Background: an optimization exercise with open tools, aiming at a short achievable clock period and few clock cycles. Do not read the settings as production practice. In this exercise RTL edits were held to simulation tests only and were not proved equivalent to the original. Power and IR drop assume default switching activity.

==> flow/design.v <==
`default_nettype none
package cache_geom_pkg;
	localparam int word_addr_bits = 30;   
	localparam int word_bits      = 32;
	localparam int num_sets       = 4;
	localparam int words_per_line = 4;
	localparam int off_bits       = $clog2(words_per_line);
	localparam int idx_bits       = $clog2(num_sets);
	localparam int tag_bits       = word_addr_bits - idx_bits - off_bits;
	localparam int line_addr_bits = word_addr_bits - off_bits;
	localparam int line_bits      = words_per_line * word_bits;
	typedef logic [word_addr_bits-1:0] word_addr_t;   
	typedef logic [line_addr_bits-1:0] line_addr_t;   
	typedef logic [word_bits-1:0]      word_t;
	typedef logic [line_bits-1:0]      line_t;        
	typedef logic [tag_bits-1:0]       tag_t;         
	typedef logic [idx_bits-1:0]       set_idx_t;     
	typedef logic [off_bits-1:0]       word_off_t;    
endpackage
`default_nettype wire
`default_nettype none
package cache_ctrl_pkg;
	localparam int num_ways = 2;
	typedef enum logic [1:0] {
		idle,          
		compare_tag,   
		write_back,    
		allocate       
	} cache_state_t;
	typedef logic [$clog2(num_ways)-1:0] way_sel_t;
endpackage
`default_nettype wire
`timescale 1ns/1ps
`default_nettype none
module cache_way (
	input  logic                      clk,
	input  logic                      proc_reset,
	input  cache_geom_pkg::set_idx_t  set_idx,
	input  cache_geom_pkg::word_off_t word_off,
	input  cache_geom_pkg::tag_t      tag,         
	input  logic                      fill_en,
	input  cache_geom_pkg::line_t     fill_line,
	input  logic                      write_en,
	input  cache_geom_pkg::word_t     write_word,
	input  logic                      clean_en,
	output logic                      hit,
	output cache_geom_pkg::word_t     hit_word,
	output cache_geom_pkg::tag_t      victim_tag,
	output cache_geom_pkg::line_t     victim_line,
	output logic                      dirty
);
	logic [cache_geom_pkg::num_sets-1:0] valid_q;
	logic [cache_geom_pkg::num_sets-1:0] dirty_q;
	cache_geom_pkg::tag_t                tag_q  [cache_geom_pkg::num_sets];
	cache_geom_pkg::line_t               line_q [cache_geom_pkg::num_sets];
	cache_geom_pkg::line_t               cur_line;
	assign cur_line = line_q[set_idx];
	assign hit = valid_q[set_idx] && (tag_q[set_idx] == tag);
	assign hit_word =
		cur_line[word_off*cache_geom_pkg::word_bits +: cache_geom_pkg::word_bits];
	assign victim_tag  = tag_q[set_idx];
	assign victim_line = cur_line;
	assign dirty       = dirty_q[set_idx];   
	always_ff @(posedge clk) begin
		if (proc_reset) begin
			valid_q <= '0;   
			dirty_q <= '0;
		end else if (fill_en) begin
			valid_q[set_idx] <= 1'b1;
			dirty_q[set_idx] <= 1'b0;   
		end else if (write_en) begin
			dirty_q[set_idx] <= 1'b1;
		end else if (clean_en) begin
			dirty_q[set_idx] <= 1'b0;   
		end
	end
	always_ff @(posedge clk) begin
		if (fill_en) begin
			tag_q[set_idx]  <= tag;
			line_q[set_idx] <= fill_line;
		end else if (write_en) begin
			line_q[set_idx][word_off*cache_geom_pkg::word_bits
				+: cache_geom_pkg::word_bits] <= write_word;
		end
	end
endmodule
`default_nettype wire
`timescale 1ns/1ps
`default_nettype none
module cache_controller (
	input  logic                       clk,
	input  logic                       proc_reset,
	input  logic                       proc_read,
	input  logic                       proc_write,
	input  cache_geom_pkg::word_addr_t proc_addr,
	input  cache_geom_pkg::word_t      proc_wdata,
	output cache_geom_pkg::word_t      proc_rdata,
	output logic                       proc_stall,
	output logic                       mem_read,
	output logic                       mem_write,
	output cache_geom_pkg::line_addr_t mem_addr,
	output cache_geom_pkg::line_t      mem_wdata,
	input  cache_geom_pkg::line_t      mem_rdata,
	input  logic                       mem_ready,
	output cache_geom_pkg::set_idx_t  way0_set_idx,
	output cache_geom_pkg::word_off_t way0_word_off,
	output cache_geom_pkg::tag_t      way0_tag,
	output logic                      way0_fill_en,
	output cache_geom_pkg::line_t     way0_fill_line,
	output logic                      way0_write_en,
	output cache_geom_pkg::word_t     way0_write_word,
	output logic                      way0_clean_en,
	input  logic                      way0_hit,
	input  cache_geom_pkg::word_t     way0_hit_word,
	input  cache_geom_pkg::tag_t      way0_victim_tag,
	input  cache_geom_pkg::line_t     way0_victim_line,
	input  logic                      way0_dirty,
	output cache_geom_pkg::set_idx_t  way1_set_idx,
	output cache_geom_pkg::word_off_t way1_word_off,
	output cache_geom_pkg::tag_t      way1_tag,
	output logic                      way1_fill_en,
	output cache_geom_pkg::line_t     way1_fill_line,
	output logic                      way1_write_en,
	output cache_geom_pkg::word_t     way1_write_word,
	output logic                      way1_clean_en,
	input  logic                      way1_hit,
	input  cache_geom_pkg::word_t     way1_hit_word,
	input  cache_geom_pkg::tag_t      way1_victim_tag,
	input  cache_geom_pkg::line_t     way1_victim_line,
	input  logic                      way1_dirty
);
	cache_geom_pkg::tag_t      addr_tag;
	cache_geom_pkg::set_idx_t  addr_set;
	cache_geom_pkg::word_off_t addr_off;
	cache_ctrl_pkg::cache_state_t state_q;
	cache_ctrl_pkg::cache_state_t state_d;
	cache_ctrl_pkg::way_sel_t [cache_geom_pkg::num_sets-1:0] repl_q;   
	cache_ctrl_pkg::way_sel_t victim;
	logic                  access;
	logic                  miss;
	logic                  victim_dirty;
	cache_geom_pkg::tag_t  victim_tag;
	cache_geom_pkg::line_t victim_line;
	logic fill_now;
	logic write_now;
	logic clean_now;
	logic [cache_ctrl_pkg::num_ways-1:0] fill_sel;
	logic [cache_ctrl_pkg::num_ways-1:0] write_sel;
	logic [cache_ctrl_pkg::num_ways-1:0] clean_sel;
	logic [cache_ctrl_pkg::num_ways-1:0] victim_oh;
	assign {addr_tag, addr_set, addr_off} = proc_addr;
	assign way0_set_idx    = addr_set;
	assign way0_word_off   = addr_off;
	assign way0_tag        = addr_tag;
	assign way0_fill_line  = mem_rdata;
	assign way0_write_word = proc_wdata;
	assign way1_set_idx    = addr_set;
	assign way1_word_off   = addr_off;
	assign way1_tag        = addr_tag;
	assign way1_fill_line  = mem_rdata;
	assign way1_write_word = proc_wdata;
	assign access     = proc_read | proc_write;
	assign miss       = access & ~way0_hit & ~way1_hit;
	assign proc_rdata = way0_hit ? way0_hit_word : way1_hit_word;
	assign victim       = repl_q[addr_set];
	assign victim_oh    = {victim[0], ~victim[0]};
	assign victim_dirty = victim[0] ? way1_dirty       : way0_dirty;
	assign victim_tag   = victim[0] ? way1_victim_tag  : way0_victim_tag;
	assign victim_line  = victim[0] ? way1_victim_line : way0_victim_line;
	assign mem_wdata = victim_line;   
	always_comb begin
		state_d    = state_q;
		proc_stall = 1'b1;
		mem_read   = 1'b0;
		mem_write  = 1'b0;
		mem_addr   = {addr_tag, addr_set};   
		fill_now   = 1'b0;
		write_now  = 1'b0;
		clean_now  = 1'b0;
		unique case (state_q)
			cache_ctrl_pkg::idle: begin
				state_d = cache_ctrl_pkg::compare_tag;
			end
			cache_ctrl_pkg::compare_tag: begin
				proc_stall = miss;
				write_now  = proc_write & ~miss;   
				if (miss) begin
					state_d = victim_dirty ? cache_ctrl_pkg::write_back
					                       : cache_ctrl_pkg::allocate;
				end
			end
			cache_ctrl_pkg::write_back: begin
				mem_addr  = {victim_tag, addr_set};   
				mem_write = ~mem_ready;                
				if (mem_ready) begin
					clean_now = 1'b1;
					state_d   = cache_ctrl_pkg::allocate;
				end
			end
			cache_ctrl_pkg::allocate: begin
				mem_read = ~mem_ready;
				if (mem_ready) begin
					fill_now = 1'b1;
					state_d  = cache_ctrl_pkg::compare_tag;   
				end
			end
			default: begin
				state_d = cache_ctrl_pkg::idle;
			end
		endcase
	end
	assign fill_sel  = fill_now  ? victim_oh : '0;
	assign clean_sel = clean_now ? victim_oh : '0;
	assign write_sel = {way1_hit & ~way0_hit, way0_hit} & {cache_ctrl_pkg::num_ways{write_now}};
	assign way0_fill_en  = fill_sel[0];
	assign way1_fill_en  = fill_sel[1];
	assign way0_write_en = write_sel[0];
	assign way1_write_en = write_sel[1];
	assign way0_clean_en = clean_sel[0];
	assign way1_clean_en = clean_sel[1];
	always_ff @(posedge clk) begin
		if (proc_reset) begin
			state_q <= cache_ctrl_pkg::idle;
			repl_q  <= '0;   
		end else begin
			state_q <= state_d;
			if (fill_now) begin
				repl_q[addr_set] <= ~victim;   
			end
		end
	end
endmodule
`default_nettype wire
`timescale 1ns/1ps
`default_nettype none
module dcache_top (
	input  logic                       clk,
	input  logic                       proc_reset,
	input  logic                       proc_read,
	input  logic                       proc_write,
	input  cache_geom_pkg::word_addr_t proc_addr,
	input  cache_geom_pkg::word_t      proc_wdata,
	output cache_geom_pkg::word_t      proc_rdata,
	output logic                       proc_stall,
	output logic                       mem_read,
	output logic                       mem_write,
	output cache_geom_pkg::line_addr_t mem_addr,
	output cache_geom_pkg::line_t      mem_wdata,
	input  cache_geom_pkg::line_t      mem_rdata,
	input  logic                       mem_ready
);
	cache_geom_pkg::set_idx_t  way0_set_idx;
	cache_geom_pkg::word_off_t way0_word_off;
	cache_geom_pkg::tag_t      way0_tag;
	logic                      way0_fill_en;
	cache_geom_pkg::line_t     way0_fill_line;
	logic                      way0_write_en;
	cache_geom_pkg::word_t     way0_write_word;
	logic                      way0_clean_en;
	logic                      way0_hit;
	cache_geom_pkg::word_t     way0_hit_word;
	cache_geom_pkg::tag_t      way0_victim_tag;
	cache_geom_pkg::line_t     way0_victim_line;
	logic                      way0_dirty;
	cache_geom_pkg::set_idx_t  way1_set_idx;
	cache_geom_pkg::word_off_t way1_word_off;
	cache_geom_pkg::tag_t      way1_tag;
	logic                      way1_fill_en;
	cache_geom_pkg::line_t     way1_fill_line;
	logic                      way1_write_en;
	cache_geom_pkg::word_t     way1_write_word;
	logic                      way1_clean_en;
	logic                      way1_hit;
	cache_geom_pkg::word_t     way1_hit_word;
	cache_geom_pkg::tag_t      way1_victim_tag;
	cache_geom_pkg::line_t     way1_victim_line;
	logic                      way1_dirty;
	cache_way way0_i (
		.clk         (clk),
		.proc_reset  (proc_reset),
		.set_idx     (way0_set_idx),
		.word_off    (way0_word_off),
		.tag         (way0_tag),
		.fill_en     (way0_fill_en),
		.fill_line   (way0_fill_line),
		.write_en    (way0_write_en),
		.write_word  (way0_write_word),
		.clean_en    (way0_clean_en),
		.hit         (way0_hit),
		.hit_word    (way0_hit_word),
		.victim_tag  (way0_victim_tag),
		.victim_line (way0_victim_line),
		.dirty       (way0_dirty)
	);
	cache_way way1_i (
		.clk         (clk),
		.proc_reset  (proc_reset),
		.set_idx     (way1_set_idx),
		.word_off    (way1_word_off),
		.tag         (way1_tag),
		.fill_en     (way1_fill_en),
		.fill_line   (way1_fill_line),
		.write_en    (way1_write_en),
		.write_word  (way1_write_word),
		.clean_en    (way1_clean_en),
		.hit         (way1_hit),
		.hit_word    (way1_hit_word),
		.victim_tag  (way1_victim_tag),
		.victim_line (way1_victim_line),
		.dirty       (way1_dirty)
	);
	cache_controller ctrl_i (
		.clk        (clk),
		.proc_reset (proc_reset),
		.proc_read  (proc_read),
		.proc_write (proc_write),
		.proc_addr  (proc_addr),
		.proc_wdata (proc_wdata),
		.proc_rdata (proc_rdata),
		.proc_stall (proc_stall),
		.mem_read   (mem_read),
		.mem_write  (mem_write),
		.mem_addr   (mem_addr),
		.mem_wdata  (mem_wdata),
		.mem_rdata  (mem_rdata),
		.mem_ready  (mem_ready),
		.way0_set_idx     (way0_set_idx),
		.way0_word_off    (way0_word_off),
		.way0_tag         (way0_tag),
		.way0_fill_en     (way0_fill_en),
		.way0_fill_line   (way0_fill_line),
		.way0_write_en    (way0_write_en),
		.way0_write_word  (way0_write_word),
		.way0_clean_en    (way0_clean_en),
		.way0_hit         (way0_hit),
		.way0_hit_word    (way0_hit_word),
		.way0_victim_tag  (way0_victim_tag),
		.way0_victim_line (way0_victim_line),
		.way0_dirty       (way0_dirty),
		.way1_set_idx     (way1_set_idx),
		.way1_word_off    (way1_word_off),
		.way1_tag         (way1_tag),
		.way1_fill_en     (way1_fill_en),
		.way1_fill_line   (way1_fill_line),
		.way1_write_en    (way1_write_en),
		.way1_write_word  (way1_write_word),
		.way1_clean_en    (way1_clean_en),
		.way1_hit         (way1_hit),
		.way1_hit_word    (way1_hit_word),
		.way1_victim_tag  (way1_victim_tag),
		.way1_victim_line (way1_victim_line),
		.way1_dirty       (way1_dirty)
	);
endmodule
`default_nettype wire
==> flow/run.sh <==
#!/bin/bash
# synth_recipe.tcl (not shown) runs the flow's synth.tcl, then flattens the netlist and writes it again
# the make line also repeats each setting of config.mk as NAME=value (left out here)
make -C /OpenROAD-flow-scripts/flow DESIGN_CONFIG=/design/flow/config.mk WORK_HOME=/design/flow/orfs CLKGATE_MAP_FILE= SYNTH_SCRIPT=/design/flow/synth_recipe.tcl finish
==> flow/config.mk <==
export PLATFORM = sky130hd
export DESIGN_NAME = dcache_top
export DESIGN_NICKNAME = dcache_top
export VERILOG_FILES = /design/flow/design.v
export SDC_FILE = /design/flow/constraint.sdc
export NUM_CORES = 4
export LEC_CHECK = 0
export CAP_MARGIN = 20
export CORE_MARGIN = 2
export CORE_UTILIZATION = 40
export SLEW_MARGIN = 20
==> flow/constraint.sdc <==
create_clock -name core_clock -period 8.5 [get_ports {clk}]
set_input_delay 1.7000 -clock core_clock [delete_from_list [all_inputs] [get_ports {clk}]]
set_output_delay 1.7000 -clock core_clock [all_outputs]
set_load 0.01 [all_outputs]
==> run notes <==
final cells by class:
| cell class | instances | share of cell area |
|---|---|---|
| Sequential cell | 1254 | 0.5750 |
| Clock inverter | 79 | 0.01203 |
| Clock buffer | 163 | 0.05449 |
| Timing Repair Buffer | 507 | 0.07496 |
| Tap cell | 1781 | 0.03423 |
| Multi-Input combinational cell | 1614 | 0.2484 |
| Inverter | 9 | 0.0005189 |
| Antenna cell | 8 | 0.0003075 |
state kept, by name (all words and copies together) (netlist names), named ones only:
| register | flops |
|---|---|
| ctrl_i.repl_q | 4 |
| ctrl_i.state_q | 2 |
| way0_i.line_q | 512 |
| way0_i.tag_q | 104 |
| way0_i.valid_q | 4 |
| way1_i.line_q | 512 |
| way1_i.tag_q | 104 |
| way1_i.valid_q | 4 |
metal layers:
metal,global-route usage,vias up
met1,0.3308,16339
li1,-,13097
met2,0.4152,1649
met4,0.1078,12
met5,0,-
met3,0.06553,261
final timing paths:
kind | cells after the start | slack [ns] | endpoint
setup reg to reg | 11 | 3.42 | way0_i.line_q[0][93]
setup / recovery | 12 | 0.17 | proc_rdata[3]
hold / removal | 2 | 0.46 | register
hold reg to reg | 2 | 0.46 | register
cells by family (layout without fill, tap and decap cells):
logic type | count (synthesis) | in the layout
DFF | 1254 | 1254
muxes | 731 | 731
and+or+nand+nor | 660 | 660
buffers and inverters | 200 | 758
other | 0 | 8
AOI/OAI and AO/OA | 158 | 158
adders and majority gates | 9 | 9
xor gates and xnor gates | 56 | 56
timing repair:
item | in CTS | in global routing
gates resized for setup | 0 | 1
buffers inserted | 0 | 0
endpoints found under the setup margin | 0 | 9
cells in the mapped netlist (all sizes together) (3+ instances only):
| master | n |
|---|---|
| nor3 | 8 |
| nand4 | 11 |
| xor2 | 14 |
| a22o | 33 |
| a32oi | 5 |
| nand2b | 9 |
| a31oi | 20 |
| edfxtp | 1232 |
| mux2 | 266 |
| mux4 | 289 |
| clkbuf | 90 |
| dfxtp | 22 |
| nor2b | 40 |
| nand2 | 464 |
| o22ai | 3 |
| nand3 | 15 |
| a21oi | 32 |
| o2bb2ai | 3 |
| a22oi | 5 |
| ha | 9 |
| buf | 101 |
| or3 | 4 |
| a2111oi | 4 |
| and3 | 9 |
| nor2 | 79 |
| and2 | 8 |
| nor4 | 6 |
| a221oi | 33 |
| mux2i | 176 |
| xnor2 | 42 |
| inv | 8 |
| o21ai | 8 |
where the power goes:
part	internal, mW	switching (mW)
Combinational	0.610	0.896
Clock	3.40	2.44
Sequential	6.86	0.0185
Total	10.9	3.35
worst max-delay path: cells and delay by family:
family                 cells  cell delay [ns]
buffers and inverters      4             1.73
XOR/XNOR                   1             0.17
AO/OA/AOI/OAI              4             1.79
multiplexers               2             0.71
AND/OR/NAND/NOR            1             0.44
==> run notes <==
Iteration-0 DRC Markers 3,859; DP Area 60,740 um^2; leading post-synthesis cells by cell area edfxtp_1 (68%), mux4_2 (12%), mux2_2 (5.3%); HPWL after detailed placement 121,000 um; drt total wl 179,200 um; average wire per standard cell 33.09 um; met2 wire length 86,350 um; Tightest Pin Transition 1.115 ns; die area 138,600 um^2; core area 135,000 um^2; # IOs 386; Clock transition at path regs 0.06 ns; worst vdd ir 222.2 uV; Yosys cell types 56; detailed-route via count 31.36k; filler cell count 11.29k; Final Hold Viols 0; CTS Buf Count 134; worst-path maximum fanout 48; post-synthesis area per instance 17.68 um^2; area share of fa/ha/maj cells after synthesis 0.002076; MaxCap Viol Count 0; Reg-to-Reg Start way0_i.tag_q[0][2]; commonest cells after routing, fill and taps aside edfxtp_1 (1,232), nand2_1 (464), clkdlybuf4s50_1 (383); area taken by multi-input logic gates 16,170 um^2; starting density of the core 0.4019; worst relative slew slack 0.2541; setup violators final 0; Synth Flop Type edfxtp_1; Met3 Routed Length 18,820 um; syn nets 3,272; Placed Cells 5,165; vias per inst 5.791; layout cell share with drive strength beyond 1 0.2529; pin count of the biggest net entering global routing 103; WHS 0.4581 ns; Post-Syn Area 54,240 um^2; Power Density 218.5 nW/um^2; Hold WC Path Type register to register; Setup CP Type input pin to output pin; CTS root buffer clkbuf_16; Nets 3,724; fmax 0.1201 GHz; Die W 372.2 um; min Tclk post-route 8.329 ns; clock sink count 1,254; global-route wire length before repair 244,300 um; status complete, no violations; Ys Warns 2; vias in the first global route 31.15k; Reg area 37,440 um^2; IO Port Bufs 385; Final period util 0.9799; Residual DRC 0; commonest non-fill, non-tap cell in the layout edfxtp_1; sequential-to-total area share from yosys stat 0.6902; RSZ-0062 raised after global routing false; GRT overflow 0; GRT Total Usage 0.2573; number of synthesized flops with an enable pin 1,232; Critical Path AT 6.63 ns; flops & latches, synth 1,254; Pwr Total 14.22 mW; endpoint class of the critical path output pin; top sig layer met5; fin. max-slew vios 0; Clock Skew 0.02677 ns; CTS tree done; Simple-Gate Fraction of Synth Area 0.05158; gpl congestion 0.8809; Critical Path Slowest Stage Cell a221oi_1; Worst Setup SP proc_addr[2]; startpoint types input pin; critical path, cell by cell buf_8 > mux4_2 > xor2_1 > nor4_1 > o221ai_1 > a2111oi_4 > buf_12 > buf_4 > mux2i_1 > a22o_1 > a221oi_1 > clkdlybuf4s50_1; P_leak 21.15 nW; # hold bufs at CTS 0; Non-Filler Cell Area, Final 65,100 um^2; clk buf depth 3; initial antenna violation count 26; mux cell area share after synthesis 0.2077; Synth Area in XOR/XNOR 0.009043; Area Growth Syn to Fin 20.03%; htree depth 4; max incr delay on CP 0.68 ns; largest family of logic cells by synthesized area multiplexers; non-filler cells, final 5,415; Routed Antenna Nets 0; Mapped Cells 3,068; Row Count 135; post-synthesis compound-gate area fraction 0.02152; Synth top area share 0.6821; leading area contributor after synthesis edfxtp_1; required time of the critical path 6.80 ns; Setup WS pre-CTS 0.1786 ns; die height 372.2 um; Setup TNS 0 ns; Worst-Skew Late Latency 0.77 ns; ys async rst share 0; Final Util 0.4824; DRT Pass-1 Iters 5; final worst setup slack 0.1706 ns; Metal-1 WL 66,520 um
Testbench counts, summed over its fixed seeds: cycles 18,506.

[separate check: timing with driven ports]
The flow's constraints put no driver on any port. The routed layout listed below was extracted and timed again, unchanged, in two steps.
Step 1, drivers: a clkbuf_16 drives clk and a buf_2 each remaining input, both assumed.
Step 2 times the ports against the registers' clock, not the clock port: input delays grow and output delays shrink by t, the midpoint of the rising clock arrivals with the driver on.
Three values: no drivers, after step 1, after step 2; two values: the first two.
t, ns: 0.835
slack for setup (ns): 0.171 / 0.108 / 0.108
slew at the worst register clock pin (ns): 0.07 / 0.07
After both steps this run still meets setup and hold. For this run, drivers alone change the setup slack by -0.063 ns; drivers and shift together by -0.063 ns.
